This design comes from an exercise in tuning for small area, a short achievable clock period and few clock cycles per item on the open sky130 flow, not from production work.
Only simulation tests tie the RTL to the original design; equivalence was not proved.
Power and IR drop assume default switching activity.

[config.mk]
export PLATFORM = sky130hd
export DESIGN_NAME = link_force_sequencer
export DESIGN_NICKNAME = link_force_sequencer
export VERILOG_FILES = /design/flow/design.v
export SDC_FILE = /design/flow/constraint.sdc
export NUM_CORES = 4
export LEC_CHECK = 0
export CAP_MARGIN = 20
export CORE_MARGIN = 2
export CORE_UTILIZATION = 40
export SLEW_MARGIN = 20
[constraint.sdc]
create_clock -name core_clock -period 8.0 [get_ports {clk}]
set_input_delay 1.6000 -clock core_clock [delete_from_list [all_inputs] [get_ports {clk}]]
set_output_delay 1.6000 -clock core_clock [all_outputs]
set_load 0.01 [all_outputs]
[design.v]
package mi_pipeline_pkg;
  localparam int SIZE       = 27;
  localparam int ADDR_WIDTH = 4;
  localparam int LINK_WIDTH = 4;
  localparam int K_WIDTH    = 18;
  localparam int FRAC       = 16;
endpackage
module link_table #(
  parameter int LINK_WIDTH = 4,
  parameter int ADDR_WIDTH = 4,
  parameter int K_WIDTH    = 18
) (
  input  logic                      clk,
  input  logic                      rst_n,
  input  logic                      we,
  input  logic [LINK_WIDTH-1:0]     waddr,
  input  logic [ADDR_WIDTH-1:0]     wmass_a,
  input  logic [ADDR_WIDTH-1:0]     wmass_b,
  input  logic signed [K_WIDTH-1:0] wk,
  input  logic [LINK_WIDTH-1:0]     raddr,
  output logic [ADDR_WIDTH-1:0]     rmass_a,
  output logic [ADDR_WIDTH-1:0]     rmass_b,
  output logic signed [K_WIDTH-1:0] rk
);
  localparam int DEPTH = 1 << LINK_WIDTH;
  localparam int W     = 2 * ADDR_WIDTH + K_WIDTH;
  logic [DEPTH-1:0] vld;
  logic [W-1:0]     mem [DEPTH];
  logic [W-1:0]     rd;
  always_ff @(posedge clk or negedge rst_n) begin
    if (!rst_n)
      vld <= '0;
    else if (we)
      vld[waddr] <= 1'b1;
  end
  always_ff @(posedge clk) begin
    if (we)
      mem[waddr] <= {wmass_a, wmass_b, wk};
  end
  assign rd = vld[raddr] ? mem[raddr] : '0;
  assign {rmass_a, rmass_b, rk} = rd;
endmodule
module link_force_sequencer #(
  parameter int SIZE       = mi_pipeline_pkg::SIZE,
  parameter int ADDR_WIDTH = mi_pipeline_pkg::ADDR_WIDTH,
  parameter int LINK_WIDTH = mi_pipeline_pkg::LINK_WIDTH,
  parameter int K_WIDTH    = mi_pipeline_pkg::K_WIDTH,
  parameter int FRAC       = mi_pipeline_pkg::FRAC
) (
  input  logic                      clk,
  input  logic                      rst_n,
  input  logic                      start,
  input  logic [LINK_WIDTH:0]       n_links,
  input  logic                      cfg_we,
  input  logic [LINK_WIDTH-1:0]     cfg_addr,
  input  logic [ADDR_WIDTH-1:0]     cfg_mass_a,
  input  logic [ADDR_WIDTH-1:0]     cfg_mass_b,
  input  logic signed [K_WIDTH-1:0] cfg_k,
  output logic [ADDR_WIDTH-1:0]     r_addr_q1,
  output logic [ADDR_WIDTH-1:0]     r_addr_q2,
  input  logic signed [SIZE-1:0]    q1,
  input  logic signed [SIZE-1:0]    q2,
  output logic                      out_valid,
  input  logic                      out_ready,
  output logic [ADDR_WIDTH-1:0]     out_mass_a,
  output logic [ADDR_WIDTH-1:0]     out_mass_b,
  output logic signed [SIZE-1:0]    out_force,
  output logic                      busy,
  output logic                      done
);
  localparam int PW = SIZE + 1 + K_WIDTH;
  logic                  active;    
  logic                  zdone;     
  logic                  iss;       
  logic [LINK_WIDTH-1:0] idx;       
  logic [LINK_WIDTH-1:0] ntx;       
  logic [LINK_WIDTH-1:0] last;      
  logic                  stall;
  logic                  xfer;
  logic                  issue;
  logic                  fin;
  logic                  start_go;
  logic        [ADDR_WIDTH-1:0] t_a;
  logic        [ADDR_WIDTH-1:0] t_b;
  logic signed [K_WIDTH-1:0]    t_k;
  logic                         s1_valid;
  logic signed [SIZE:0]         s1_diff;
  logic signed [K_WIDTH-1:0]    s1_k;
  logic        [ADDR_WIDTH-1:0] s1_a;
  logic        [ADDR_WIDTH-1:0] s1_b;
  localparam int HW = PW - FRAC;
  logic [HW-1:0] cs_s;
  logic [HW-1:0] cs_c;
  logic          cs_cl;
  logic                         s2_valid;
  logic [HW-1:0]                s2_s;
  logic [HW-1:0]                s2_c;
  logic                         s2_cl;
  logic        [ADDR_WIDTH-1:0] s2_a;
  logic        [ADDR_WIDTH-1:0] s2_b;
  logic [HW-1:0]          hi;
  logic signed [SIZE-1:0] force_d;
  assign stall    = out_valid & ~out_ready;
  assign xfer     = out_valid & out_ready;
  assign fin      = xfer & (ntx == last);
  assign done     = fin | zdone;
  assign busy     = active & ~fin;
  assign start_go = start & ~active & (n_links != '0);
  assign issue    = start_go | iss;
  link_table #(
    .LINK_WIDTH (LINK_WIDTH),
    .ADDR_WIDTH (ADDR_WIDTH),
    .K_WIDTH    (K_WIDTH)
  ) u_table (
    .clk     (clk),
    .rst_n   (rst_n),
    .we      (cfg_we & ~active),
    .waddr   (cfg_addr),
    .wmass_a (cfg_mass_a),
    .wmass_b (cfg_mass_b),
    .wk      (cfg_k),
    .raddr   (idx),
    .rmass_a (t_a),
    .rmass_b (t_b),
    .rk      (t_k)
  );
  assign r_addr_q1 = t_a;
  assign r_addr_q2 = t_b;
  always_ff @(posedge clk or negedge rst_n) begin
    if (!rst_n) begin
      active   <= 1'b0;
      zdone    <= 1'b0;
      iss      <= 1'b0;
      idx      <= '0;
      ntx      <= '0;
      last     <= '0;
      s1_valid <= 1'b0;
      s2_valid <= 1'b0;
    end else begin
      zdone <= start & ~active & (n_links == '0);
      if (start_go) begin
        active <= 1'b1;
        last   <= LINK_WIDTH'(n_links - 1'b1);
      end else if (fin) begin
        active <= 1'b0;
      end
      if (fin) begin
        ntx <= '0;
        idx <= '0;
        iss <= 1'b0;
      end else if (stall) begin
        idx      <= ntx + 1'b1;
        iss      <= (ntx != last);
        s1_valid <= 1'b0;
        s2_valid <= 1'b0;
      end else begin
        if (xfer)
          ntx <= ntx + 1'b1;
        s1_valid <= issue;
        s2_valid <= s1_valid;
        if (issue) begin
          idx <= idx + 1'b1;
          iss <= start_go ? (n_links > 5'd1) : (idx != last);
        end
      end
    end
  end
  always_ff @(posedge clk) begin
    s1_diff <= {q2[SIZE-1], q2} - {q1[SIZE-1], q1};
    s1_k    <= t_k;
    s1_a    <= t_a;
    s1_b    <= t_b;
  end
  lfs_booth_csa u_mul (
    .diff (s1_diff),
    .k    (s1_k),
    .s_hi (cs_s),
    .c_hi (cs_c),
    .c_lo (cs_cl)
  );
  always_ff @(posedge clk) begin
    s2_s  <= cs_s;
    s2_c  <= cs_c;
    s2_cl <= cs_cl;
    s2_a  <= s1_a;
    s2_b  <= s1_b;
  end
  assign hi = s2_s + s2_c + HW'(s2_cl);
  always_comb begin
    if (hi[HW-1:SIZE-1] != '0 && hi[HW-1:SIZE-1] != '1)
      force_d = hi[HW-1] ? {1'b1, {(SIZE-1){1'b0}}} : {1'b0, {(SIZE-1){1'b1}}};
    else
      force_d = hi[SIZE-1:0];
  end
  always_ff @(posedge clk or negedge rst_n) begin
    if (!rst_n)
      out_valid <= 1'b0;
    else if (!stall)
      out_valid <= s2_valid & ~fin;
  end
  always_ff @(posedge clk) begin
    if (!stall) begin
      out_mass_a <= s2_a;
      out_mass_b <= s2_b;
      out_force  <= force_d;
    end
  end
endmodule
module lfs_booth_csa (
  input  logic [27:0] diff,
  input  logic [17:0] k,
  output logic [29:0] s_hi,
  output logic [29:0] c_hi,
  output logic        c_lo
);
  logic [28:0] dx;
  logic [8:0] one, two, neg;
  logic [45:0] rs, rc;
  logic [16:0] lo;
  logic [28:0] pp0;
  logic [28:0] pp1;
  logic [28:0] pp2;
  logic [28:0] pp3;
  logic [28:0] pp4;
  logic [28:0] pp5;
  logic [28:0] pp6;
  logic [28:0] pp7;
  logic [28:0] pp8;
  assign dx = {diff[27], diff};
  logic [18:0] kx;
  assign kx = {k, 1'b0};
  always_comb begin
    for (int j = 0; j < 9; j++) begin
      one[j] = kx[2*j+1] ^ kx[2*j];
      two[j] = (kx[2*j+2] & ~kx[2*j+1] & ~kx[2*j]) | (~kx[2*j+2] & kx[2*j+1] & kx[2*j]);
      neg[j] = kx[2*j+2];
    end
  end
  assign pp0 = ({29{one[0]}} & dx | {29{two[0]}} & {dx[27:0], 1'b0}) ^ {29{neg[0]}};
  assign pp1 = ({29{one[1]}} & dx | {29{two[1]}} & {dx[27:0], 1'b0}) ^ {29{neg[1]}};
  assign pp2 = ({29{one[2]}} & dx | {29{two[2]}} & {dx[27:0], 1'b0}) ^ {29{neg[2]}};
  assign pp3 = ({29{one[3]}} & dx | {29{two[3]}} & {dx[27:0], 1'b0}) ^ {29{neg[3]}};
  assign pp4 = ({29{one[4]}} & dx | {29{two[4]}} & {dx[27:0], 1'b0}) ^ {29{neg[4]}};
  assign pp5 = ({29{one[5]}} & dx | {29{two[5]}} & {dx[27:0], 1'b0}) ^ {29{neg[5]}};
  assign pp6 = ({29{one[6]}} & dx | {29{two[6]}} & {dx[27:0], 1'b0}) ^ {29{neg[6]}};
  assign pp7 = ({29{one[7]}} & dx | {29{two[7]}} & {dx[27:0], 1'b0}) ^ {29{neg[7]}};
  assign pp8 = ({29{one[8]}} & dx | {29{two[8]}} & {dx[27:0], 1'b0}) ^ {29{neg[8]}};
  logic s1, c2;
  logic s3, c4;
  logic s5, c6;
  logic s7, c8;
  logic s9, c10;
  logic s11, c12;
  logic s13, c14;
  logic s15, c16;
  logic s17, c18;
  logic s19, c20;
  logic s21, c22;
  logic s23, c24;
  logic s25, c26;
  logic s27, c28;
  logic s29, c30;
  logic s31, c32;
  logic s33, c34;
  logic s35, c36;
  logic s37, c38;
  logic s39, c40;
  logic s41, c42;
  logic s43, c44;
  logic s45, c46;
  logic s47, c48;
  logic s49, c50;
  logic s51, c52;
  logic s53, c54;
  logic s55, c56;
  logic s57, c58;
  logic s59, c60;
  logic s61, c62;
  logic s63, c64;
  logic s65, c66;
  logic s67, c68;
  logic s69, c70;
  logic s71, c72;
  logic s73, c74;
  logic s75, c76;
  logic s77, c78;
  logic s79, c80;
  logic s81, c82;
  logic s83, c84;
  logic s85, c86;
  logic s87, c88;
  logic s89, c90;
  logic s91, c92;
  logic s93, c94;
  logic s95, c96;
  logic s97, c98;
  logic s99, c100;
  logic s101, c102;
  logic s103, c104;
  logic s105, c106;
  logic s107, c108;
  logic s109, c110;
  logic s111, c112;
  logic s113, c114;
  logic s115, c116;
  logic s117, c118;
  logic s119, c120;
  logic s121, c122;
  logic s123, c124;
  logic s125, c126;
  logic s127, c128;
  logic s129, c130;
  logic s131, c132;
  logic s133, c134;
  logic s135, c136;
  logic s137, c138;
  logic s139, c140;
  logic s141, c142;
  logic s143, c144;
  logic s145, c146;
  logic s147, c148;
  logic s149, c150;
  logic s151, c152;
  logic s153, c154;
  logic s155, c156;
  logic s157, c158;
  logic s159, c160;
  logic s161, c162;
  logic s163, c164;
  logic s165, c166;
  logic s167, c168;
  logic s169, c170;
  logic s171, c172;
  logic s173, c174;
  logic s175, c176;
  logic s177, c178;
  logic s179, c180;
  logic s181, c182;
  logic s183, c184;
  logic s185, c186;
  logic s187, c188;
  logic s189, c190;
  logic s191, c192;
  logic s193, c194;
  logic s195, c196;
  logic s197, c198;
  logic s199, c200;
  logic s201, c202;
  logic s203, c204;
  logic s205, c206;
  logic s207, c208;
  logic s209, c210;
  logic s211, c212;
  logic s213, c214;
  logic s215, c216;
  logic s217, c218;
  logic s219, c220;
  logic s221, c222;
  logic s223, c224;
  logic s225, c226;
  logic s227, c228;
  logic s229, c230;
  logic s231, c232;
  logic s233, c234;
  logic s235, c236;
  logic s237, c238;
  logic s239, c240;
  logic s241, c242;
  logic s243, c244;
  logic s245, c246;
  logic s247, c248;
  logic s249, c250;
  logic s251, c252;
  logic s253, c254;
  logic s255, c256;
  logic s257, c258;
  logic s259, c260;
  logic s261, c262;
  logic s263, c264;
  logic s265, c266;
  logic s267, c268;
  logic s269, c270;
  logic s271, c272;
  logic s273, c274;
  logic s275, c276;
  logic s277, c278;
  logic s279, c280;
  logic s281, c282;
  logic s283, c284;
  logic s285, c286;
  logic s287, c288;
  logic s289, c290;
  logic s291, c292;
  logic s293, c294;
  logic s295, c296;
  logic s297, c298;
  logic s299, c300;
  logic s301, c302;
  logic s303, c304;
  logic s305, c306;
  logic s307, c308;
  logic s309, c310;
  logic s311, c312;
  logic s313, c314;
  logic s315, c316;
  logic s317, c318;
  logic s319, c320;
  logic s321, c322;
  logic s323, c324;
  logic s325, c326;
  logic s327, c328;
  logic s329, c330;
  logic s331, c332;
  logic s333, c334;
  logic s335, c336;
  logic s337, c338;
  logic s339, c340;
  logic s341, c342;
  logic s343, c344;
  logic s345, c346;
  logic s347, c348;
  logic s349, c350;
  logic s351, c352;
  logic s353, c354;
  logic s355, c356;
  logic s357, c358;
  logic s359, c360;
  logic s361, c362;
  logic s363, c364;
  logic s365, c366;
  logic s367, c368;
  logic s369, c370;
  logic s371, c372;
  logic s373, c374;
  logic s375, c376;
  logic s377, c378;
  logic s379, c380;
  logic s381, c382;
  logic s383, c384;
  logic s385, c386;
  logic s387, c388;
  logic s389, c390;
  logic s391, c392;
  logic s393, c394;
  logic s395, c396;
  logic s397, c398;
  logic s399, c400;
  logic s401, c402;
  logic s403, c404;
  logic s405, c406;
  logic s407, c408;
  logic s409, c410;
  logic s411, c412;
  logic s413, c414;
  logic s415, c416;
  logic s417, c418;
  logic s419, c420;
  logic s421, c422;
  logic s423, c424;
  logic s425, c426;
  logic s427, c428;
  logic s429, c430;
  logic s431, c432;
  logic s433, c434;
  logic s435, c436;
  logic s437, c438;
  logic s439, c440;
  logic s441, c442;
  logic s443, c444;
  logic s445, c446;
  logic s447, c448;
  assign s1 = neg[1] ^ pp0[2] ^ pp1[0];
  assign c2 = (neg[1] & pp0[2]) | (neg[1] & pp1[0]) | (pp0[2] & pp1[0]);
  assign s3 = pp0[3] ^ pp1[1];
  assign c4 = pp0[3] & pp1[1];
  assign s5 = neg[2] ^ pp0[4] ^ pp1[2];
  assign c6 = (neg[2] & pp0[4]) | (neg[2] & pp1[2]) | (pp0[4] & pp1[2]);
  assign s7 = pp2[0] ^ c4;
  assign c8 = pp2[0] & c4;
  assign s9 = pp0[5] ^ pp1[3] ^ pp2[1];
  assign c10 = (pp0[5] & pp1[3]) | (pp0[5] & pp2[1]) | (pp1[3] & pp2[1]);
  assign s11 = c6 ^ c8;
  assign c12 = c6 & c8;
  assign s13 = neg[3] ^ pp0[6] ^ pp1[4];
  assign c14 = (neg[3] & pp0[6]) | (neg[3] & pp1[4]) | (pp0[6] & pp1[4]);
  assign s15 = pp2[2] ^ pp3[0] ^ c10;
  assign c16 = (pp2[2] & pp3[0]) | (pp2[2] & c10) | (pp3[0] & c10);
  assign s17 = s13 ^ c12;
  assign c18 = s13 & c12;
  assign s19 = pp0[7] ^ pp1[5] ^ pp2[3];
  assign c20 = (pp0[7] & pp1[5]) | (pp0[7] & pp2[3]) | (pp1[5] & pp2[3]);
  assign s21 = pp3[1] ^ c14 ^ s19;
  assign c22 = (pp3[1] & c14) | (pp3[1] & s19) | (c14 & s19);
  assign s23 = c16 ^ c18;
  assign c24 = c16 & c18;
  assign s25 = neg[4] ^ pp0[8] ^ pp1[6];
  assign c26 = (neg[4] & pp0[8]) | (neg[4] & pp1[6]) | (pp0[8] & pp1[6]);
  assign s27 = pp2[4] ^ pp3[2] ^ pp4[0];
  assign c28 = (pp2[4] & pp3[2]) | (pp2[4] & pp4[0]) | (pp3[2] & pp4[0]);
  assign s29 = c20 ^ s25 ^ s27;
  assign c30 = (c20 & s25) | (c20 & s27) | (s25 & s27);
  assign s31 = c22 ^ c24 ^ s29;
  assign c32 = (c22 & c24) | (c22 & s29) | (c24 & s29);
  assign s33 = pp0[9] ^ pp1[7] ^ pp2[5];
  assign c34 = (pp0[9] & pp1[7]) | (pp0[9] & pp2[5]) | (pp1[7] & pp2[5]);
  assign s35 = pp3[3] ^ pp4[1] ^ c26;
  assign c36 = (pp3[3] & pp4[1]) | (pp3[3] & c26) | (pp4[1] & c26);
  assign s37 = c28 ^ s33 ^ c30;
  assign c38 = (c28 & s33) | (c28 & c30) | (s33 & c30);
  assign s39 = s35 ^ c32 ^ s37;
  assign c40 = (s35 & c32) | (s35 & s37) | (c32 & s37);
  assign s41 = neg[5] ^ pp0[10] ^ pp1[8];
  assign c42 = (neg[5] & pp0[10]) | (neg[5] & pp1[8]) | (pp0[10] & pp1[8]);
  assign s43 = pp2[6] ^ pp3[4] ^ pp4[2];
  assign c44 = (pp2[6] & pp3[4]) | (pp2[6] & pp4[2]) | (pp3[4] & pp4[2]);
  assign s45 = pp5[0] ^ c34 ^ s41;
  assign c46 = (pp5[0] & c34) | (pp5[0] & s41) | (c34 & s41);
  assign s47 = s43 ^ c36 ^ s45;
  assign c48 = (s43 & c36) | (s43 & s45) | (c36 & s45);
  assign s49 = c38 ^ s47;
  assign c50 = c38 & s47;
  assign s51 = pp0[11] ^ pp1[9] ^ pp2[7];
  assign c52 = (pp0[11] & pp1[9]) | (pp0[11] & pp2[7]) | (pp1[9] & pp2[7]);
  assign s53 = pp3[5] ^ pp4[3] ^ pp5[1];
  assign c54 = (pp3[5] & pp4[3]) | (pp3[5] & pp5[1]) | (pp4[3] & pp5[1]);
  assign s55 = c42 ^ c44 ^ s51;
  assign c56 = (c42 & c44) | (c42 & s51) | (c44 & s51);
  assign s57 = s53 ^ c46 ^ s55;
  assign c58 = (s53 & c46) | (s53 & s55) | (c46 & s55);
  assign s59 = c48 ^ s57;
  assign c60 = c48 & s57;
  assign s61 = neg[6] ^ pp0[12] ^ pp1[10];
  assign c62 = (neg[6] & pp0[12]) | (neg[6] & pp1[10]) | (pp0[12] & pp1[10]);
  assign s63 = pp2[8] ^ pp3[6] ^ pp4[4];
  assign c64 = (pp2[8] & pp3[6]) | (pp2[8] & pp4[4]) | (pp3[6] & pp4[4]);
  assign s65 = pp5[2] ^ pp6[0] ^ c52;
  assign c66 = (pp5[2] & pp6[0]) | (pp5[2] & c52) | (pp6[0] & c52);
  assign s67 = c54 ^ s61 ^ s63;
  assign c68 = (c54 & s61) | (c54 & s63) | (s61 & s63);
  assign s69 = c56 ^ s65 ^ s67;
  assign c70 = (c56 & s65) | (c56 & s67) | (s65 & s67);
  assign s71 = c58 ^ s69;
  assign c72 = c58 & s69;
  assign s73 = pp0[13] ^ pp1[11] ^ pp2[9];
  assign c74 = (pp0[13] & pp1[11]) | (pp0[13] & pp2[9]) | (pp1[11] & pp2[9]);
  assign s75 = pp3[7] ^ pp4[5] ^ pp5[3];
  assign c76 = (pp3[7] & pp4[5]) | (pp3[7] & pp5[3]) | (pp4[5] & pp5[3]);
  assign s77 = pp6[1] ^ c62 ^ c64;
  assign c78 = (pp6[1] & c62) | (pp6[1] & c64) | (c62 & c64);
  assign s79 = s73 ^ s75 ^ c66;
  assign c80 = (s73 & s75) | (s73 & c66) | (s75 & c66);
  assign s81 = c68 ^ s77 ^ s79;
  assign c82 = (c68 & s77) | (c68 & s79) | (s77 & s79);
  assign s83 = c70 ^ c72;
  assign c84 = c70 & c72;
  assign s85 = neg[7] ^ pp0[14] ^ pp1[12];
  assign c86 = (neg[7] & pp0[14]) | (neg[7] & pp1[12]) | (pp0[14] & pp1[12]);
  assign s87 = pp2[10] ^ pp3[8] ^ pp4[6];
  assign c88 = (pp2[10] & pp3[8]) | (pp2[10] & pp4[6]) | (pp3[8] & pp4[6]);
  assign s89 = pp5[4] ^ pp6[2] ^ pp7[0];
  assign c90 = (pp5[4] & pp6[2]) | (pp5[4] & pp7[0]) | (pp6[2] & pp7[0]);
  assign s91 = c74 ^ c76 ^ s85;
  assign c92 = (c74 & c76) | (c74 & s85) | (c76 & s85);
  assign s93 = s87 ^ s89 ^ c78;
  assign c94 = (s87 & s89) | (s87 & c78) | (s89 & c78);
  assign s95 = s91 ^ c80 ^ s93;
  assign c96 = (s91 & c80) | (s91 & s93) | (c80 & s93);
  assign s97 = c82 ^ s95;
  assign c98 = c82 & s95;
  assign s99 = pp0[15] ^ pp1[13] ^ pp2[11];
  assign c100 = (pp0[15] & pp1[13]) | (pp0[15] & pp2[11]) | (pp1[13] & pp2[11]);
  assign s101 = pp3[9] ^ pp4[7] ^ pp5[5];
  assign c102 = (pp3[9] & pp4[7]) | (pp3[9] & pp5[5]) | (pp4[7] & pp5[5]);
  assign s103 = pp6[3] ^ pp7[1] ^ c86;
  assign c104 = (pp6[3] & pp7[1]) | (pp6[3] & c86) | (pp7[1] & c86);
  assign s105 = c88 ^ c90 ^ s99;
  assign c106 = (c88 & c90) | (c88 & s99) | (c90 & s99);
  assign s107 = s101 ^ c92 ^ s103;
  assign c108 = (s101 & c92) | (s101 & s103) | (c92 & s103);
  assign s109 = s105 ^ c94 ^ s107;
  assign c110 = (s105 & c94) | (s105 & s107) | (c94 & s107);
  assign s111 = c96 ^ s109;
  assign c112 = c96 & s109;
  assign s113 = neg[8] ^ pp0[16] ^ pp1[14];
  assign c114 = (neg[8] & pp0[16]) | (neg[8] & pp1[14]) | (pp0[16] & pp1[14]);
  assign s115 = pp2[12] ^ pp3[10] ^ pp4[8];
  assign c116 = (pp2[12] & pp3[10]) | (pp2[12] & pp4[8]) | (pp3[10] & pp4[8]);
  assign s117 = pp5[6] ^ pp6[4] ^ pp7[2];
  assign c118 = (pp5[6] & pp6[4]) | (pp5[6] & pp7[2]) | (pp6[4] & pp7[2]);
  assign s119 = pp8[0] ^ c100 ^ c102;
  assign c120 = (pp8[0] & c100) | (pp8[0] & c102) | (c100 & c102);
  assign s121 = s113 ^ s115 ^ s117;
  assign c122 = (s113 & s115) | (s113 & s117) | (s115 & s117);
  assign s123 = c104 ^ c106 ^ s119;
  assign c124 = (c104 & c106) | (c104 & s119) | (c106 & s119);
  assign s125 = s121 ^ c108 ^ s123;
  assign c126 = (s121 & c108) | (s121 & s123) | (c108 & s123);
  assign s127 = c110 ^ s125;
  assign c128 = c110 & s125;
  assign s129 = pp0[17] ^ pp1[15] ^ pp2[13];
  assign c130 = (pp0[17] & pp1[15]) | (pp0[17] & pp2[13]) | (pp1[15] & pp2[13]);
  assign s131 = pp3[11] ^ pp4[9] ^ pp5[7];
  assign c132 = (pp3[11] & pp4[9]) | (pp3[11] & pp5[7]) | (pp4[9] & pp5[7]);
  assign s133 = pp6[5] ^ pp7[3] ^ pp8[1];
  assign c134 = (pp6[5] & pp7[3]) | (pp6[5] & pp8[1]) | (pp7[3] & pp8[1]);
  assign s135 = c114 ^ c116 ^ c118;
  assign c136 = (c114 & c116) | (c114 & c118) | (c116 & c118);
  assign s137 = s129 ^ s131 ^ s133;
  assign c138 = (s129 & s131) | (s129 & s133) | (s131 & s133);
  assign s139 = c120 ^ c122 ^ s135;
  assign c140 = (c120 & c122) | (c120 & s135) | (c122 & s135);
  assign s141 = s137 ^ c124 ^ s139;
  assign c142 = (s137 & c124) | (s137 & s139) | (c124 & s139);
  assign s143 = c126 ^ s141;
  assign c144 = c126 & s141;
  assign s145 = pp0[18] ^ pp1[16] ^ pp2[14];
  assign c146 = (pp0[18] & pp1[16]) | (pp0[18] & pp2[14]) | (pp1[16] & pp2[14]);
  assign s147 = pp3[12] ^ pp4[10] ^ pp5[8];
  assign c148 = (pp3[12] & pp4[10]) | (pp3[12] & pp5[8]) | (pp4[10] & pp5[8]);
  assign s149 = pp6[6] ^ pp7[4] ^ pp8[2];
  assign c150 = (pp6[6] & pp7[4]) | (pp6[6] & pp8[2]) | (pp7[4] & pp8[2]);
  assign s151 = c130 ^ c132 ^ c134;
  assign c152 = (c130 & c132) | (c130 & c134) | (c132 & c134);
  assign s153 = s145 ^ s147 ^ s149;
  assign c154 = (s145 & s147) | (s145 & s149) | (s147 & s149);
  assign s155 = c136 ^ c138 ^ s151;
  assign c156 = (c136 & c138) | (c136 & s151) | (c138 & s151);
  assign s157 = s153 ^ c140 ^ s155;
  assign c158 = (s153 & c140) | (s153 & s155) | (c140 & s155);
  assign s159 = c142 ^ s157;
  assign c160 = c142 & s157;
  assign s161 = pp0[19] ^ pp1[17] ^ pp2[15];
  assign c162 = (pp0[19] & pp1[17]) | (pp0[19] & pp2[15]) | (pp1[17] & pp2[15]);
  assign s163 = pp3[13] ^ pp4[11] ^ pp5[9];
  assign c164 = (pp3[13] & pp4[11]) | (pp3[13] & pp5[9]) | (pp4[11] & pp5[9]);
  assign s165 = pp6[7] ^ pp7[5] ^ pp8[3];
  assign c166 = (pp6[7] & pp7[5]) | (pp6[7] & pp8[3]) | (pp7[5] & pp8[3]);
  assign s167 = c146 ^ c148 ^ c150;
  assign c168 = (c146 & c148) | (c146 & c150) | (c148 & c150);
  assign s169 = s161 ^ s163 ^ s165;
  assign c170 = (s161 & s163) | (s161 & s165) | (s163 & s165);
  assign s171 = c152 ^ c154 ^ s167;
  assign c172 = (c152 & c154) | (c152 & s167) | (c154 & s167);
  assign s173 = s169 ^ c156 ^ s171;
  assign c174 = (s169 & c156) | (s169 & s171) | (c156 & s171);
  assign s175 = c158 ^ s173;
  assign c176 = c158 & s173;
  assign s177 = pp0[20] ^ pp1[18] ^ pp2[16];
  assign c178 = (pp0[20] & pp1[18]) | (pp0[20] & pp2[16]) | (pp1[18] & pp2[16]);
  assign s179 = pp3[14] ^ pp4[12] ^ pp5[10];
  assign c180 = (pp3[14] & pp4[12]) | (pp3[14] & pp5[10]) | (pp4[12] & pp5[10]);
  assign s181 = pp6[8] ^ pp7[6] ^ pp8[4];
  assign c182 = (pp6[8] & pp7[6]) | (pp6[8] & pp8[4]) | (pp7[6] & pp8[4]);
  assign s183 = c162 ^ c164 ^ c166;
  assign c184 = (c162 & c164) | (c162 & c166) | (c164 & c166);
  assign s185 = s177 ^ s179 ^ s181;
  assign c186 = (s177 & s179) | (s177 & s181) | (s179 & s181);
  assign s187 = c168 ^ c170 ^ s183;
  assign c188 = (c168 & c170) | (c168 & s183) | (c170 & s183);
  assign s189 = s185 ^ c172 ^ s187;
  assign c190 = (s185 & c172) | (s185 & s187) | (c172 & s187);
  assign s191 = c174 ^ s189;
  assign c192 = c174 & s189;
  assign s193 = pp0[21] ^ pp1[19] ^ pp2[17];
  assign c194 = (pp0[21] & pp1[19]) | (pp0[21] & pp2[17]) | (pp1[19] & pp2[17]);
  assign s195 = pp3[15] ^ pp4[13] ^ pp5[11];
  assign c196 = (pp3[15] & pp4[13]) | (pp3[15] & pp5[11]) | (pp4[13] & pp5[11]);
  assign s197 = pp6[9] ^ pp7[7] ^ pp8[5];
  assign c198 = (pp6[9] & pp7[7]) | (pp6[9] & pp8[5]) | (pp7[7] & pp8[5]);
  assign s199 = c178 ^ c180 ^ c182;
  assign c200 = (c178 & c180) | (c178 & c182) | (c180 & c182);
  assign s201 = s193 ^ s195 ^ s197;
  assign c202 = (s193 & s195) | (s193 & s197) | (s195 & s197);
  assign s203 = c184 ^ c186 ^ s199;
  assign c204 = (c184 & c186) | (c184 & s199) | (c186 & s199);
  assign s205 = s201 ^ c188 ^ s203;
  assign c206 = (s201 & c188) | (s201 & s203) | (c188 & s203);
  assign s207 = c190 ^ s205;
  assign c208 = c190 & s205;
  assign s209 = pp0[22] ^ pp1[20] ^ pp2[18];
  assign c210 = (pp0[22] & pp1[20]) | (pp0[22] & pp2[18]) | (pp1[20] & pp2[18]);
  assign s211 = pp3[16] ^ pp4[14] ^ pp5[12];
  assign c212 = (pp3[16] & pp4[14]) | (pp3[16] & pp5[12]) | (pp4[14] & pp5[12]);
  assign s213 = pp6[10] ^ pp7[8] ^ pp8[6];
  assign c214 = (pp6[10] & pp7[8]) | (pp6[10] & pp8[6]) | (pp7[8] & pp8[6]);
  assign s215 = c194 ^ c196 ^ c198;
  assign c216 = (c194 & c196) | (c194 & c198) | (c196 & c198);
  assign s217 = s209 ^ s211 ^ s213;
  assign c218 = (s209 & s211) | (s209 & s213) | (s211 & s213);
  assign s219 = c200 ^ c202 ^ s215;
  assign c220 = (c200 & c202) | (c200 & s215) | (c202 & s215);
  assign s221 = s217 ^ c204 ^ s219;
  assign c222 = (s217 & c204) | (s217 & s219) | (c204 & s219);
  assign s223 = c206 ^ s221;
  assign c224 = c206 & s221;
  assign s225 = pp0[23] ^ pp1[21] ^ pp2[19];
  assign c226 = (pp0[23] & pp1[21]) | (pp0[23] & pp2[19]) | (pp1[21] & pp2[19]);
  assign s227 = pp3[17] ^ pp4[15] ^ pp5[13];
  assign c228 = (pp3[17] & pp4[15]) | (pp3[17] & pp5[13]) | (pp4[15] & pp5[13]);
  assign s229 = pp6[11] ^ pp7[9] ^ pp8[7];
  assign c230 = (pp6[11] & pp7[9]) | (pp6[11] & pp8[7]) | (pp7[9] & pp8[7]);
  assign s231 = c210 ^ c212 ^ c214;
  assign c232 = (c210 & c212) | (c210 & c214) | (c212 & c214);
  assign s233 = s225 ^ s227 ^ s229;
  assign c234 = (s225 & s227) | (s225 & s229) | (s227 & s229);
  assign s235 = c216 ^ c218 ^ s231;
  assign c236 = (c216 & c218) | (c216 & s231) | (c218 & s231);
  assign s237 = s233 ^ c220 ^ s235;
  assign c238 = (s233 & c220) | (s233 & s235) | (c220 & s235);
  assign s239 = c222 ^ s237;
  assign c240 = c222 & s237;
  assign s241 = pp0[24] ^ pp1[22] ^ pp2[20];
  assign c242 = (pp0[24] & pp1[22]) | (pp0[24] & pp2[20]) | (pp1[22] & pp2[20]);
  assign s243 = pp3[18] ^ pp4[16] ^ pp5[14];
  assign c244 = (pp3[18] & pp4[16]) | (pp3[18] & pp5[14]) | (pp4[16] & pp5[14]);
  assign s245 = pp6[12] ^ pp7[10] ^ pp8[8];
  assign c246 = (pp6[12] & pp7[10]) | (pp6[12] & pp8[8]) | (pp7[10] & pp8[8]);
  assign s247 = c226 ^ c228 ^ c230;
  assign c248 = (c226 & c228) | (c226 & c230) | (c228 & c230);
  assign s249 = s241 ^ s243 ^ s245;
  assign c250 = (s241 & s243) | (s241 & s245) | (s243 & s245);
  assign s251 = c232 ^ c234 ^ s247;
  assign c252 = (c232 & c234) | (c232 & s247) | (c234 & s247);
  assign s253 = s249 ^ c236 ^ s251;
  assign c254 = (s249 & c236) | (s249 & s251) | (c236 & s251);
  assign s255 = c238 ^ s253;
  assign c256 = c238 & s253;
  assign s257 = pp0[25] ^ pp1[23] ^ pp2[21];
  assign c258 = (pp0[25] & pp1[23]) | (pp0[25] & pp2[21]) | (pp1[23] & pp2[21]);
  assign s259 = pp3[19] ^ pp4[17] ^ pp5[15];
  assign c260 = (pp3[19] & pp4[17]) | (pp3[19] & pp5[15]) | (pp4[17] & pp5[15]);
  assign s261 = pp6[13] ^ pp7[11] ^ pp8[9];
  assign c262 = (pp6[13] & pp7[11]) | (pp6[13] & pp8[9]) | (pp7[11] & pp8[9]);
  assign s263 = c242 ^ c244 ^ c246;
  assign c264 = (c242 & c244) | (c242 & c246) | (c244 & c246);
  assign s265 = s257 ^ s259 ^ s261;
  assign c266 = (s257 & s259) | (s257 & s261) | (s259 & s261);
  assign s267 = c248 ^ c250 ^ s263;
  assign c268 = (c248 & c250) | (c248 & s263) | (c250 & s263);
  assign s269 = s265 ^ c252 ^ s267;
  assign c270 = (s265 & c252) | (s265 & s267) | (c252 & s267);
  assign s271 = c254 ^ s269;
  assign c272 = c254 & s269;
  assign s273 = pp0[26] ^ pp1[24] ^ pp2[22];
  assign c274 = (pp0[26] & pp1[24]) | (pp0[26] & pp2[22]) | (pp1[24] & pp2[22]);
  assign s275 = pp3[20] ^ pp4[18] ^ pp5[16];
  assign c276 = (pp3[20] & pp4[18]) | (pp3[20] & pp5[16]) | (pp4[18] & pp5[16]);
  assign s277 = pp6[14] ^ pp7[12] ^ pp8[10];
  assign c278 = (pp6[14] & pp7[12]) | (pp6[14] & pp8[10]) | (pp7[12] & pp8[10]);
  assign s279 = c258 ^ c260 ^ c262;
  assign c280 = (c258 & c260) | (c258 & c262) | (c260 & c262);
  assign s281 = s273 ^ s275 ^ s277;
  assign c282 = (s273 & s275) | (s273 & s277) | (s275 & s277);
  assign s283 = c264 ^ c266 ^ s279;
  assign c284 = (c264 & c266) | (c264 & s279) | (c266 & s279);
  assign s285 = s281 ^ c268 ^ s283;
  assign c286 = (s281 & c268) | (s281 & s283) | (c268 & s283);
  assign s287 = c270 ^ s285;
  assign c288 = c270 & s285;
  assign s289 = pp0[27] ^ pp1[25] ^ pp2[23];
  assign c290 = (pp0[27] & pp1[25]) | (pp0[27] & pp2[23]) | (pp1[25] & pp2[23]);
  assign s291 = pp3[21] ^ pp4[19] ^ pp5[17];
  assign c292 = (pp3[21] & pp4[19]) | (pp3[21] & pp5[17]) | (pp4[19] & pp5[17]);
  assign s293 = pp6[15] ^ pp7[13] ^ pp8[11];
  assign c294 = (pp6[15] & pp7[13]) | (pp6[15] & pp8[11]) | (pp7[13] & pp8[11]);
  assign s295 = c274 ^ c276 ^ c278;
  assign c296 = (c274 & c276) | (c274 & c278) | (c276 & c278);
  assign s297 = s289 ^ s291 ^ s293;
  assign c298 = (s289 & s291) | (s289 & s293) | (s291 & s293);
  assign s299 = c280 ^ c282 ^ s295;
  assign c300 = (c280 & c282) | (c280 & s295) | (c282 & s295);
  assign s301 = s297 ^ c284 ^ s299;
  assign c302 = (s297 & c284) | (s297 & s299) | (c284 & s299);
  assign s303 = c286 ^ s301;
  assign c304 = c286 & s301;
  assign s305 = 1'b1 ^ ~pp0[28] ^ pp1[26];
  assign c306 = (1'b1 & ~pp0[28]) | (1'b1 & pp1[26]) | (~pp0[28] & pp1[26]);
  assign s307 = pp2[24] ^ pp3[22] ^ pp4[20];
  assign c308 = (pp2[24] & pp3[22]) | (pp2[24] & pp4[20]) | (pp3[22] & pp4[20]);
  assign s309 = pp5[18] ^ pp6[16] ^ pp7[14];
  assign c310 = (pp5[18] & pp6[16]) | (pp5[18] & pp7[14]) | (pp6[16] & pp7[14]);
  assign s311 = pp8[12] ^ c290 ^ c292;
  assign c312 = (pp8[12] & c290) | (pp8[12] & c292) | (c290 & c292);
  assign s313 = c294 ^ s305 ^ s307;
  assign c314 = (c294 & s305) | (c294 & s307) | (s305 & s307);
  assign s315 = s309 ^ c296 ^ c298;
  assign c316 = (s309 & c296) | (s309 & c298) | (c296 & c298);
  assign s317 = s311 ^ s313 ^ c300;
  assign c318 = (s311 & s313) | (s311 & c300) | (s313 & c300);
  assign s319 = s315 ^ c302 ^ s317;
  assign c320 = (s315 & c302) | (s315 & s317) | (c302 & s317);
  assign s321 = 1'b1 ^ pp1[27] ^ pp2[25];
  assign c322 = (1'b1 & pp1[27]) | (1'b1 & pp2[25]) | (pp1[27] & pp2[25]);
  assign s323 = pp3[23] ^ pp4[21] ^ pp5[19];
  assign c324 = (pp3[23] & pp4[21]) | (pp3[23] & pp5[19]) | (pp4[21] & pp5[19]);
  assign s325 = pp6[17] ^ pp7[15] ^ pp8[13];
  assign c326 = (pp6[17] & pp7[15]) | (pp6[17] & pp8[13]) | (pp7[15] & pp8[13]);
  assign s327 = c306 ^ c308 ^ c310;
  assign c328 = (c306 & c308) | (c306 & c310) | (c308 & c310);
  assign s329 = s321 ^ s323 ^ s325;
  assign c330 = (s321 & s323) | (s321 & s325) | (s323 & s325);
  assign s331 = c312 ^ c314 ^ s327;
  assign c332 = (c312 & c314) | (c312 & s327) | (c314 & s327);
  assign s333 = s329 ^ c316 ^ s331;
  assign c334 = (s329 & c316) | (s329 & s331) | (c316 & s331);
  assign s335 = c318 ^ s333;
  assign c336 = c318 & s333;
  assign s337 = ~pp1[28] ^ pp2[26] ^ pp3[24];
  assign c338 = (~pp1[28] & pp2[26]) | (~pp1[28] & pp3[24]) | (pp2[26] & pp3[24]);
  assign s339 = pp4[22] ^ pp5[20] ^ pp6[18];
  assign c340 = (pp4[22] & pp5[20]) | (pp4[22] & pp6[18]) | (pp5[20] & pp6[18]);
  assign s341 = pp7[16] ^ pp8[14] ^ c322;
  assign c342 = (pp7[16] & pp8[14]) | (pp7[16] & c322) | (pp8[14] & c322);
  assign s343 = c324 ^ c326 ^ s337;
  assign c344 = (c324 & c326) | (c324 & s337) | (c326 & s337);
  assign s345 = s339 ^ c328 ^ c330;
  assign c346 = (s339 & c328) | (s339 & c330) | (c328 & c330);
  assign s347 = s341 ^ s343 ^ c332;
  assign c348 = (s341 & s343) | (s341 & c332) | (s343 & c332);
  assign s349 = s345 ^ c334 ^ s347;
  assign c350 = (s345 & c334) | (s345 & s347) | (c334 & s347);
  assign s351 = 1'b1 ^ pp2[27] ^ pp3[25];
  assign c352 = (1'b1 & pp2[27]) | (1'b1 & pp3[25]) | (pp2[27] & pp3[25]);
  assign s353 = pp4[23] ^ pp5[21] ^ pp6[19];
  assign c354 = (pp4[23] & pp5[21]) | (pp4[23] & pp6[19]) | (pp5[21] & pp6[19]);
  assign s355 = pp7[17] ^ pp8[15] ^ c338;
  assign c356 = (pp7[17] & pp8[15]) | (pp7[17] & c338) | (pp8[15] & c338);
  assign s357 = c340 ^ s351 ^ s353;
  assign c358 = (c340 & s351) | (c340 & s353) | (s351 & s353);
  assign s359 = c342 ^ c344 ^ s355;
  assign c360 = (c342 & c344) | (c342 & s355) | (c344 & s355);
  assign s361 = s357 ^ c346 ^ s359;
  assign c362 = (s357 & c346) | (s357 & s359) | (c346 & s359);
  assign s363 = c348 ^ s361;
  assign c364 = c348 & s361;
  assign s365 = ~pp2[28] ^ pp3[26] ^ pp4[24];
  assign c366 = (~pp2[28] & pp3[26]) | (~pp2[28] & pp4[24]) | (pp3[26] & pp4[24]);
  assign s367 = pp5[22] ^ pp6[20] ^ pp7[18];
  assign c368 = (pp5[22] & pp6[20]) | (pp5[22] & pp7[18]) | (pp6[20] & pp7[18]);
  assign s369 = pp8[16] ^ c352 ^ c354;
  assign c370 = (pp8[16] & c352) | (pp8[16] & c354) | (c352 & c354);
  assign s371 = s365 ^ s367 ^ c356;
  assign c372 = (s365 & s367) | (s365 & c356) | (s367 & c356);
  assign s373 = c358 ^ s369 ^ c360;
  assign c374 = (c358 & s369) | (c358 & c360) | (s369 & c360);
  assign s375 = s371 ^ c362 ^ s373;
  assign c376 = (s371 & c362) | (s371 & s373) | (c362 & s373);
  assign s377 = 1'b1 ^ pp3[27] ^ pp4[25];
  assign c378 = (1'b1 & pp3[27]) | (1'b1 & pp4[25]) | (pp3[27] & pp4[25]);
  assign s379 = pp5[23] ^ pp6[21] ^ pp7[19];
  assign c380 = (pp5[23] & pp6[21]) | (pp5[23] & pp7[19]) | (pp6[21] & pp7[19]);
  assign s381 = pp8[17] ^ c366 ^ c368;
  assign c382 = (pp8[17] & c366) | (pp8[17] & c368) | (c366 & c368);
  assign s383 = s377 ^ s379 ^ c370;
  assign c384 = (s377 & s379) | (s377 & c370) | (s379 & c370);
  assign s385 = s381 ^ c372 ^ s383;
  assign c386 = (s381 & c372) | (s381 & s383) | (c372 & s383);
  assign s387 = c374 ^ s385;
  assign c388 = c374 & s385;
  assign s389 = ~pp3[28] ^ pp4[26] ^ pp5[24];
  assign c390 = (~pp3[28] & pp4[26]) | (~pp3[28] & pp5[24]) | (pp4[26] & pp5[24]);
  assign s391 = pp6[22] ^ pp7[20] ^ pp8[18];
  assign c392 = (pp6[22] & pp7[20]) | (pp6[22] & pp8[18]) | (pp7[20] & pp8[18]);
  assign s393 = c378 ^ c380 ^ s389;
  assign c394 = (c378 & c380) | (c378 & s389) | (c380 & s389);
  assign s395 = s391 ^ c382 ^ s393;
  assign c396 = (s391 & c382) | (s391 & s393) | (c382 & s393);
  assign s397 = c384 ^ s395 ^ c386;
  assign c398 = (c384 & s395) | (c384 & c386) | (s395 & c386);
  assign s399 = 1'b1 ^ pp4[27] ^ pp5[25];
  assign c400 = (1'b1 & pp4[27]) | (1'b1 & pp5[25]) | (pp4[27] & pp5[25]);
  assign s401 = pp6[23] ^ pp7[21] ^ pp8[19];
  assign c402 = (pp6[23] & pp7[21]) | (pp6[23] & pp8[19]) | (pp7[21] & pp8[19]);
  assign s403 = c390 ^ c392 ^ s399;
  assign c404 = (c390 & c392) | (c390 & s399) | (c392 & s399);
  assign s405 = s401 ^ c394 ^ s403;
  assign c406 = (s401 & c394) | (s401 & s403) | (c394 & s403);
  assign s407 = c396 ^ s405;
  assign c408 = c396 & s405;
  assign s409 = ~pp4[28] ^ pp5[26] ^ pp6[24];
  assign c410 = (~pp4[28] & pp5[26]) | (~pp4[28] & pp6[24]) | (pp5[26] & pp6[24]);
  assign s411 = pp7[22] ^ pp8[20] ^ c400;
  assign c412 = (pp7[22] & pp8[20]) | (pp7[22] & c400) | (pp8[20] & c400);
  assign s413 = c402 ^ s409 ^ c404;
  assign c414 = (c402 & s409) | (c402 & c404) | (s409 & c404);
  assign s415 = s411 ^ c406 ^ s413;
  assign c416 = (s411 & c406) | (s411 & s413) | (c406 & s413);
  assign s417 = 1'b1 ^ pp5[27] ^ pp6[25];
  assign c418 = (1'b1 & pp5[27]) | (1'b1 & pp6[25]) | (pp5[27] & pp6[25]);
  assign s419 = pp7[23] ^ pp8[21] ^ c410;
  assign c420 = (pp7[23] & pp8[21]) | (pp7[23] & c410) | (pp8[21] & c410);
  assign s421 = s417 ^ c412 ^ s419;
  assign c422 = (s417 & c412) | (s417 & s419) | (c412 & s419);
  assign s423 = c414 ^ s421;
  assign c424 = c414 & s421;
  assign s425 = ~pp5[28] ^ pp6[26] ^ pp7[24];
  assign c426 = (~pp5[28] & pp6[26]) | (~pp5[28] & pp7[24]) | (pp6[26] & pp7[24]);
  assign s427 = pp8[22] ^ c418 ^ s425;
  assign c428 = (pp8[22] & c418) | (pp8[22] & s425) | (c418 & s425);
  assign s429 = c420 ^ s427 ^ c422;
  assign c430 = (c420 & s427) | (c420 & c422) | (s427 & c422);
  assign s431 = 1'b1 ^ pp6[27] ^ pp7[25];
  assign c432 = (1'b1 & pp6[27]) | (1'b1 & pp7[25]) | (pp6[27] & pp7[25]);
  assign s433 = pp8[23] ^ c426 ^ s431;
  assign c434 = (pp8[23] & c426) | (pp8[23] & s431) | (c426 & s431);
  assign s435 = c428 ^ s433;
  assign c436 = c428 & s433;
  assign s437 = ~pp6[28] ^ pp7[26] ^ pp8[24];
  assign c438 = (~pp6[28] & pp7[26]) | (~pp6[28] & pp8[24]) | (pp7[26] & pp8[24]);
  assign s439 = c432 ^ s437 ^ c434;
  assign c440 = (c432 & s437) | (c432 & c434) | (s437 & c434);
  assign s441 = 1'b1 ^ pp7[27] ^ pp8[25];
  assign c442 = (1'b1 & pp7[27]) | (1'b1 & pp8[25]) | (pp7[27] & pp8[25]);
  assign s443 = c438 ^ s441;
  assign c444 = c438 & s441;
  assign s445 = ~pp7[28] ^ pp8[26] ^ c442;
  assign c446 = (~pp7[28] & pp8[26]) | (~pp7[28] & c442) | (pp8[26] & c442);
  assign s447 = 1'b1 ^ pp8[27];
  assign c448 = 1'b1 & pp8[27];
  assign rs[0] = pp0[0];
  assign rc[0] = neg[0];
  assign rs[1] = pp0[1];
  assign rc[1] = 1'b0;
  assign rs[2] = s1;
  assign rc[2] = 1'b0;
  assign rs[3] = c2;
  assign rc[3] = s3;
  assign rs[4] = s5;
  assign rc[4] = s7;
  assign rs[5] = s9;
  assign rc[5] = s11;
  assign rs[6] = s15;
  assign rc[6] = s17;
  assign rs[7] = s21;
  assign rc[7] = s23;
  assign rs[8] = s31;
  assign rc[8] = 1'b0;
  assign rs[9] = s39;
  assign rc[9] = 1'b0;
  assign rs[10] = c40;
  assign rc[10] = s49;
  assign rs[11] = c50;
  assign rc[11] = s59;
  assign rs[12] = c60;
  assign rc[12] = s71;
  assign rs[13] = s81;
  assign rc[13] = s83;
  assign rs[14] = c84;
  assign rc[14] = s97;
  assign rs[15] = c98;
  assign rc[15] = s111;
  assign rs[16] = c112;
  assign rc[16] = s127;
  assign rs[17] = c128;
  assign rc[17] = s143;
  assign rs[18] = c144;
  assign rc[18] = s159;
  assign rs[19] = c160;
  assign rc[19] = s175;
  assign rs[20] = c176;
  assign rc[20] = s191;
  assign rs[21] = c192;
  assign rc[21] = s207;
  assign rs[22] = c208;
  assign rc[22] = s223;
  assign rs[23] = c224;
  assign rc[23] = s239;
  assign rs[24] = c240;
  assign rc[24] = s255;
  assign rs[25] = c256;
  assign rc[25] = s271;
  assign rs[26] = c272;
  assign rc[26] = s287;
  assign rs[27] = c288;
  assign rc[27] = s303;
  assign rs[28] = c304;
  assign rc[28] = s319;
  assign rs[29] = c320;
  assign rc[29] = s335;
  assign rs[30] = c336;
  assign rc[30] = s349;
  assign rs[31] = c350;
  assign rc[31] = s363;
  assign rs[32] = c364;
  assign rc[32] = s375;
  assign rs[33] = c376;
  assign rc[33] = s387;
  assign rs[34] = c388;
  assign rc[34] = s397;
  assign rs[35] = c398;
  assign rc[35] = s407;
  assign rs[36] = c408;
  assign rc[36] = s415;
  assign rs[37] = c416;
  assign rc[37] = s423;
  assign rs[38] = c424;
  assign rc[38] = s429;
  assign rs[39] = c430;
  assign rc[39] = s435;
  assign rs[40] = c436;
  assign rc[40] = s439;
  assign rs[41] = c440;
  assign rc[41] = s443;
  assign rs[42] = c444;
  assign rc[42] = s445;
  assign rs[43] = c446;
  assign rc[43] = s447;
  assign rs[44] = ~pp8[28];
  assign rc[44] = c448;
  assign rs[45] = 1'b1;
  assign rc[45] = 1'b0;
  assign lo = {1'b0, rs[15:0]} + {1'b0, rc[15:0]};
  assign c_lo = lo[16];
  assign s_hi = rs[45:16];
  assign c_hi = rc[45:16];
endmodule
[run.sh]
#!/bin/bash
# synth_recipe.tcl (not shown) runs the flow's synth.tcl, then flattens the netlist and writes it again
# the make line also repeats each setting of config.mk as NAME=value (left out here)
make -C /OpenROAD-flow-scripts/flow DESIGN_CONFIG=/design/flow/config.mk WORK_HOME=/design/flow/orfs CLKGATE_MAP_FILE= SYNTH_SCRIPT=/design/flow/synth_recipe.tcl finish
==> impl_metrics.py <==
metrics = {
    "final_layout": {
        "area_growth_pct": 12.4,
        "multi_input_area_um2": 19800,
        "fillers": 8822,
        "drive_above_1_share": 0.0966,
        "regArea_um2": 16800,
        "fin_util": 0.456,
        "nets": 3975,
        "finalNonFillerCells": 4900,
    },
    "sta": {
        "setup_viol": 0,
        "max_freq_mhz": 177,
        "hold_violations": 0,
        "drv_slew": 0,
        "period_share": 0.707,
        "fin_crit_ns": 5.66,
        "finClkSkew_ns": 0.0470,
        "setup-tns-final_ns": 0,
        "relSlewSlack": 0.290,
        "setup_ws_ns": 2.34,
        "rsz0062_at_grt": "no",
        "tightest_slew_ns": 1.06,
    },
    "synthesis": {
        "async_reset_ff_frac": 0.0561,
        "synth_nets": 4035,
        "synth_warnings": 3,
        "muxShareOfSynthArea": 0.0785,
        "synthesis.area_um2": 38600,
        "synth_top_family_by_area": "compound AO/OA/AOI/OAI gates",
        "synthFlopType": "edfxtp_1",
        "synth-simple-area-share": 0.0864,
        "synth-seq-cells": 606,
        "avgSynthCellArea_um2": 10.6,
        "synth_compound_area_frac": 0.173,
        "ys_types": 68,
        "syn_inst": 3640,
        "ys_seq_area_frac": 0.435,
        "synth_xor_area_frac": 0.0179,
        "synth_fa_ha_area_frac": 0.152,
        "synth-edff-count": 451,
    },
    "min_path": {
        "hold_end": "s2_a[0]",
        "hp-class": "register to register",
        "min-delay-start": "s1_a[0]",
        "hold_path_depth": 0,
    },
    "floorplanning": {
        "pin_count": 140,
        "die_h_um": 315,
        "coreArea_um2": 95300,
        "dieArea_um2": 99100,
        "die_w_um": 315,
        "rows": 113,
        "start_util": 0.405,
    },
    "power": {
        "ir_worst_vdd_mv": 0.353,
        "p_leak_nw": 15.6,
        "powerDensity_nw_per_um2": 480,
    },
    "detailed_routing": {
        "drt_pass1_iterations": 6,
        "first_iter_violations": 2799,
        "wl_per_cell_um": 21.7,
        "ant_nets": 0,
        "vias": 28300,
        "routed_wl_um": 107000,
        "avgViaCountPerCell": 5.77,
        "drcViolationCount": 0,
    },
    "setup_path": {
        "critPathCaptureType": "register",
        "reg2reg_slack_ns": 2.34,
        "critical_path_required_ns": 8.51,
        "timing.rr.end": "s2_cl",
        "reg2regPathDepth": 16,
        "timing.rr.start": "s1_k[6]",
        "worstSetupStartpointType": "register",
        "crit_arrival_ns": 6.17,
        "cp_max_fo": 36,
        "crit_type": "register to register",
    },
    "global_route": {
        "antenna_found_initial": 3,
        "grt_start_max_net_pins": 106,
        "grt_pass1_wl_um": 163000,
        "gr-usage-all-layers": 0.213,
        "grt_overflow_total": 0,
        "first_global_vias": 27000,
    },
    "placed_design": {
        "placed_cells": 4774,
        "hpwlAfterDp_um": 68800,
        "port_buffers": 139,
        "place.gp.congestion": 0.870,
        "post-place-ws_ns": 2.45,
    },
    "clocking": {
        "numCtsBuffers": 68,
        "htree_levels": 3,
        "cts_tree": "built",
        "postCtsSetupBuffers": 0,
        "root_buffer": "clkbuf_16",
        "ctsHoldBuffers": 0,
        "clkTransAtPathRegs_ns": 0.07,
        "cts-resized-gates": 0,
        "clock_latency_ns": 0.65,
        "cts_buffer_depth": 3,
        "cts_sinks": 606,
    },
    "outcome": {
        "status": "no timing/DRC/antenna violations",
    },
    "run": {
        "max-cap-violations": 0,
    },
}
-- logic make-up after synthesis --
kind of cell,count (synthesis)
compound gates,1060
buf+inv,572
flops,606
fa+ha+maj,372
simple gates,776
mux,175
xor+xnor,79
-- per-layer routing --
layer	global-route usage	wire length, µm	vias to the layer above
met4	0.0618	2820	6
li1	-	-	13100
met1	0.290	46000	13900
met2	0.350	50300	1043
met5	0	34	-
met3	0.0368	7330	161
-- Yosys cell counts, types with 8 or more instances --
cell,number,area [µm²]
dfrtp_1,34,851
xnor2_1,40,350
o221ai_1,17,149
nor2b_1,74,463
o22ai_1,128,801
dfxtp_1,121,2420
a21oi_1,321,1610
buf_1,54,203
o211ai_1,14,105
nor3_1,15,75.1
maj3_1,71,711
mux4_2,102,2300
a22oi_1,123,923
nor2_1,235,882
o21ai_0,221,1110
inv_1,206,773
ha_1,114,1430
and3_1,9,56.3
and2_1,16,100
nand4_1,8,50.1
nand2_1,357,1340
nand2b_1,24,150
a221oi_1,53,464
o21a_1,13,97.6
o311a_1,32,320
a211oi_1,40,300
o31ai_1,8,60.1
a31oi_1,12,75.1
edfxtp_1,451,13500
clkbuf_1,302,1130
a21o_1,35,263
xor2_1,39,342
mux2i_1,69,691
nand3_1,26,130
fa_1,187,3740
-- registers in the layout, summed over array words and instances (netlist names) --
name and count:
u_table.mem 416, s2_c 29, s2_s 29, s1_diff 28, out_force 27, s1_k 18
u_table.vld 16, idx 4, last 4, ntx 4, out_mass_a 4, out_mass_b 4
s1_a 4, s1_b 4, s2_a 4, s2_b 4, active 1, iss 1
out_valid 1, s1_valid 1, s2_cl 1, s2_valid 1, zdone 1
-- through the flow --
step / power (W) / instance area, µm² / hold WS [ns]
2_1_floorplan: 0.0139 / 38600 / 0.310
3_5_place_dp: 0.0177 / 41100 / 0.314
3_3_place_gp: 0.0175 / 41100 / 0.310
6_report: 0.0209 / 43400 / 0.326
5_1_grt: 0.0230 / 43400 / 0.340
4_1_cts: 0.0210 / 43400 / 0.328
-- worst max-delay path, cell delays in order (launching register included) --
cell and delay (ns):
dfxtp_1 0.31, buf_4 0.34, clkinv_1 0.51, nor2_1 0.93, nand2_1 0.12, a21oi_1 0.15
o21ai_0 0.12, fa_1 0.53, fa_1 0.53, fa_1 0.55, inv_1 0.05, ha_1 0.19
ha_1 0.30, ha_1 0.29, a2111o_1 0.40, o21ai_0 0.07, o21ai_0 0.09
-- cells in the final DEF (no fill, tap or decap), types with 52 or more instances in the layout --
master,netlist,layout
clkbuf_16,0,68
nor2_1,235,219
nor2b_1,74,73
mux4_2,102,102
a221oi_1,53,52
clkdlybuf4s50_1,0,139
o22ai_1,128,128
buf_4,0,94
edfxtp_1,451,451
fa_1,187,187
inv_1,206,206
nand2_1,357,356
a22oi_1,123,123
maj3_1,71,71
mux2i_1,69,69
a21oi_1,321,321
dfxtp_1,121,108
ha_1,114,114
o21ai_0,221,221
-- final cells by class --
| cell class | count | share of cell area |
|---|---|---|
| multi-input cells | 2462 | 0.455 |
| well taps | 1265 | 0.0365 |
| diodes | 1 | 0.0000576 |
| inverters | 208 | 0.0180 |
| clock buffers | 87 | 0.0415 |
| flip-flops and latches | 606 | 0.388 |
| repair buffers | 234 | 0.0488 |
| clock inverters | 37 | 0.0117 |
-- power breakdown --
group | switching (W) | internal [W]
clock network | 0.00135 | 0.00183
logic | 0.00754 | 0.00553
registers | 0.000477 | 0.00412
total | 0.00937 | 0.0115
-- worst max-delay path by stage --
stage | from | endpoint | slack [ns] | depth (start not counted)
6_report | s1_k[6] | s2_cl | 2.34 | 16
5_1_grt | s1_k[2] | s2_cl | 1.94 | 16
4_1_cts | idx[0] | r_addr_q1[1] | 2.34 | 5
3_5_place_dp | s1_k[2] | s2_cl | 2.45 | 16
3_3_place_gp | s1_k[2] | s2_cl | 2.50 | 16
2_1_floorplan | s1_k[2] | s2_cl | 3.36 | 17
Testbench counts, summed over its fixed seeds: cycles 6,298, items 5,157.

-- separate check: timing with driven ports --
In the flow no input, the clock included, has a driving cell. The finished layout below was timed again as built, in two steps.
Step 1 assumes that a clkbuf_16 drives the clock port and a buf_2 every other input.
Step 2 times the ports against the registers' clock, not the clock port: input delays grow and output delays shrink by t, the midpoint of the rising clock arrivals with the driver on.
a / b / c = no drivers / after step 1 / after step 2; a / b = the first two.
shift t [ns]: 0.698
slack for setup (ns): 2.341 / 2.341 / 2.341
worst register clock-pin slew, ns: 0.07 / 0.07
After both steps this run still meets setup and hold. The setup slack of this run moves by 0.000 ns with the drivers and by 0.000 ns with both steps.
